This is an optimization exercise on Yosys and OpenROAD, whose aim is small area, a short achievable clock period and few clock cycles, not a production implementation.
In this exercise RTL edits were held to simulation tests only and were not proved equivalent to the original.

## run A
// acc_top
module acc_top (
  input  logic        clk,
  input  logic        arst_n,
  input  logic        reg_wr_en,
  input  logic [2:0]  reg_wr_addr,
  input  logic [31:0] reg_wr_data,
  input  logic [2:0]  reg_rd_addr,
  output logic [31:0] reg_rd_data,
  output logic        mem_req,
  output logic [15:0] mem_addr,
  input  logic        mem_gnt,
  input  logic        mem_rvalid,
  input  logic [31:0] mem_rdata,
  output logic        out_valid,
  output logic [31:0] out_data,
  output logic        out_last,
  input  logic        out_credit
);
  logic [15:0] k_base, k_len, x_base, x_len, a_base, a_len;
  logic        busy;
  logic [7:0]  done_cnt;
  logic        ctrl_go;
  logic        job_done;
  assign ctrl_go = reg_wr_en && (reg_wr_addr == 3'd6) && reg_wr_data[0] && !busy;
  always_ff @(posedge clk or negedge arst_n) begin
    if (!arst_n) begin
      k_base <= '0;
      k_len  <= '0;
      x_base <= '0;
      x_len  <= '0;
      a_base <= '0;
      a_len  <= '0;
    end else if (reg_wr_en) begin
      case (reg_wr_addr)
        3'd0: k_base <= reg_wr_data[15:0];
        3'd1: k_len  <= reg_wr_data[15:0];
        3'd2: x_base <= reg_wr_data[15:0];
        3'd3: x_len  <= reg_wr_data[15:0];
        3'd4: a_base <= reg_wr_data[15:0];
        3'd5: a_len  <= reg_wr_data[15:0];
        default: ;
      endcase
    end
  end
  always_ff @(posedge clk or negedge arst_n) begin
    if (!arst_n) begin
      busy     <= 1'b0;
      done_cnt <= '0;
    end else if (ctrl_go) begin
      busy <= 1'b1;
    end else if (job_done) begin
      busy     <= 1'b0;
      done_cnt <= done_cnt + 1'b1;
    end
  end
  always_comb begin
    reg_rd_data = '0;
    case (reg_rd_addr)
      3'd0: reg_rd_data[15:0] = k_base;
      3'd1: reg_rd_data[15:0] = k_len;
      3'd2: reg_rd_data[15:0] = x_base;
  ...
For scale: ~2400 cells after synthesis, ~450 flip-flops.
Settings: LEC_CHECK=0, ABC_CLOCK_PERIOD_IN_PS=3000, CAP_MARGIN=20, CORE_MARGIN=2, CORE_UTILIZATION=54, CTS_CLUSTER_DIAMETER=130, CTS_CLUSTER_SIZE=25, SETUP_SLACK_MARGIN=3.0, SLEW_MARGIN=20, TNS_END_PERCENT=0; clock period 6.0 ns.
standard.sh (not shown) runs the stock make flow with config.mk's settings and CLKGATE_MAP_FILE= SYNTH_SCRIPT=/design/flow/synth_recipe.tcl, a recipe that flattens the netlist after the stock synthesis.
==> flow/flow/run.sh <==
#!/bin/bash
# The standard layout, with the port buffers made from the smallest buffer
# cell instead of the default pick; repair still resizes them where needed.
set -o pipefail
export BUFFER_PORTS_ARGS="-buffer_cell sky130_fd_sc_hd__buf_1"
bash standard.sh 2>&1 | tee standard.log
Run A: PASS, flow complete, no timing, DRC or antenna violations
Testbench counts of run A, summed over its fixed seeds: cycles 8,860.
diff inputs: run A => run B
# run A
export LEC_CHECK = 0
export ABC_CLOCK_PERIOD_IN_PS = 3000
export CAP_MARGIN = 20
export CORE_MARGIN = 2
export CORE_UTILIZATION = 54
export CTS_CLUSTER_DIAMETER = 130
export CTS_CLUSTER_SIZE = 25
export SETUP_SLACK_MARGIN = 3.0
export SLEW_MARGIN = 20
export TNS_END_PERCENT = 0
create_clock -name core_clock -period 6.0 [get_ports {clk}]
# run B
export LEC_CHECK = 0
export ABC_CLOCK_PERIOD_IN_PS = 3000
export CAP_MARGIN = 20
export CORE_MARGIN = 2
export CORE_UTILIZATION = 58
export CTS_CLUSTER_DIAMETER = 120
export CTS_CLUSTER_SIZE = 22
export SETUP_SLACK_MARGIN = 3.0
export SLEW_MARGIN = 20
export TNS_END_PERCENT = 0
create_clock -name core_clock -period 6.0 [get_ports {clk}]
## What came out
Across run A and run B, the outcome is the same: a clean finish for every run. Cmp run B vs run A: die area lower in run B. Run B leaves less setup margin than run A. Route | run B vs run A | wire longer in run B. Setup violation total in the final timing report of run A is on par with run B. Sequential cell count came out exactly the same in run A and run B.
What run C does differently from run B at the input level:
# run B
export LEC_CHECK = 0
export ABC_CLOCK_PERIOD_IN_PS = 3000
export CAP_MARGIN = 20
export CORE_MARGIN = 2
export CORE_UTILIZATION = 58
export CTS_CLUSTER_DIAMETER = 120
export CTS_CLUSTER_SIZE = 22
export SETUP_SLACK_MARGIN = 3.0
export SLEW_MARGIN = 20
export TNS_END_PERCENT = 0
create_clock -name core_clock -period 6.0 [get_ports {clk}]
# run C
export LEC_CHECK = 0
export ABC_CLOCK_PERIOD_IN_PS = 3000
export CAP_MARGIN = 20
export CORE_MARGIN = 2
export CORE_UTILIZATION = 58
export CTS_CLUSTER_DIAMETER = 120
export CTS_CLUSTER_SIZE = 22
export SETUP_SLACK_MARGIN = 2.8
export SLEW_MARGIN = 20
export TNS_END_PERCENT = 0
create_clock -name core_clock -period 6.0 [get_ports {clk}]
### Flow results
- From run B to run C the numbers moved as follows: sum of overflow across all layers after global routing ~0 delta, synthesized instance count closely matched the old numbers, number of unique standard cell types used by synthesis was more or less identical, sequential cell count shows no meaningful change.
- Run C: flow completed, timing, DRC and antenna clean
- Final setup slack of the worst path: run C vs run B identical
- Comparing run B against run C, there is no change at all in deepest level of the CTS H-tree.
Inputs modified between run C and run D:
# run C
export LEC_CHECK = 0
export ABC_CLOCK_PERIOD_IN_PS = 3000
export CAP_MARGIN = 20
export CORE_MARGIN = 2
export CORE_UTILIZATION = 58
export CTS_CLUSTER_DIAMETER = 120
export CTS_CLUSTER_SIZE = 22
export SETUP_SLACK_MARGIN = 2.8
export SLEW_MARGIN = 20
export TNS_END_PERCENT = 0
create_clock -name core_clock -period 6.0 [get_ports {clk}]
# run D
export LEC_CHECK = 0
export ABC_CLOCK_PERIOD_IN_PS = 3000
export CAP_MARGIN = 20
export CORE_MARGIN = 2
export CORE_UTILIZATION = 54
export CTS_CLUSTER_DIAMETER = 120
export CTS_CLUSTER_SIZE = 22
export SETUP_SLACK_MARGIN = 3.0
export SLEW_MARGIN = 20
export TNS_END_PERCENT = 0
create_clock -name core_clock -period 6.0 [get_ports {clk}]
## What came out
- Number of setup violations in the final report delta (run C -> run D): insignificant
- Die area (run D vs. run C) increases by a little under 10%
- On sequential cell area, run C tracks run D almost exactly.
- Run C reached the end of the flow, and the finished layout is clean on the timing, design-rule and antenna checks.
- Run D: no failed stages, no open violations at the end
Inputs modified between run D and run E:
# run D
export LEC_CHECK = 0
export ABC_CLOCK_PERIOD_IN_PS = 3000
export CAP_MARGIN = 20
export CORE_MARGIN = 2
export CORE_UTILIZATION = 54
export CTS_CLUSTER_DIAMETER = 120
export CTS_CLUSTER_SIZE = 22
export SETUP_SLACK_MARGIN = 3.0
export SLEW_MARGIN = 20
export TNS_END_PERCENT = 0
create_clock -name core_clock -period 6.0 [get_ports {clk}]
# run E
export LEC_CHECK = 0
export ABC_CLOCK_PERIOD_IN_PS = 3000
export CAP_MARGIN = 20
export CORE_MARGIN = 2
export CORE_UTILIZATION = 50
export CTS_CLUSTER_DIAMETER = 120
export CTS_CLUSTER_SIZE = 22
export SETUP_SLACK_MARGIN = 3.0
export SLEW_MARGIN = 20
export TNS_END_PERCENT = 0
create_clock -name core_clock -period 6.0 [get_ports {clk}]
## What came out
Higher first-pass GRT wire length goes to run D over run E. Horizontal die dimension in run E is about 4% above run D. The number of global-route vias before repair was comparable across run D and run E. Any difference in total negative setup slack between run D and run E is small enough to ignore. Run E against run D: cell count shows an increase of about 2.4%; utilization after layout decreased by 3.6 points relative to the old numbers; time the worst path needs with I/O delays and setup now sits at about the same level. Higher sequential share of layout area was reported by run D, not run E. Share of cells above drive strength 1 for run E is higher than for run D. In the tables for run D and run E, via total after detailed routing reads higher with run E. Of run D and run E, run E shows the lower global-route usage, with run D above it.

re-timing with driven ports:
No port has a modelled driver above. Below, the same layouts with a new extraction and two added sets of constraints.
Step 1, drivers: a clkbuf_16 drives clk and a buf_2 each remaining input, both assumed.
Step 2 times the ports against the registers' clock, not the clock port: input delays grow and output delays shrink by t, the midpoint of the rising clock arrivals with the driver on.
Three values: no drivers, after step 1, after step 2; two values: the first two.
| run | shift t [ns] | slack for setup (ns) | hold WS [ns] |
|---|---|---|---|
| run A | 0.624 | 2.458 / 2.309 / 2.307 | 0.348 / 0.348 / 0.348 |
| run B | 0.625 | 2.455 / 2.366 / 2.366 | 0.349 / 0.349 / 0.349 |
| run C | 0.625 | 2.455 / 2.366 / 2.366 | 0.349 / 0.349 / 0.349 |
| run D | 0.649 | 2.459 / 2.283 / 2.283 | 0.352 / 0.352 / 0.352 |
| run E | 0.649 | 2.459 / 2.358 / 2.358 | 0.343 / 0.343 / 0.343 |
After both steps every run listed still meets setup and hold. The setup slack of run D, which loses most, moves by -0.176 ns with the drivers and by -0.176 ns with both steps.
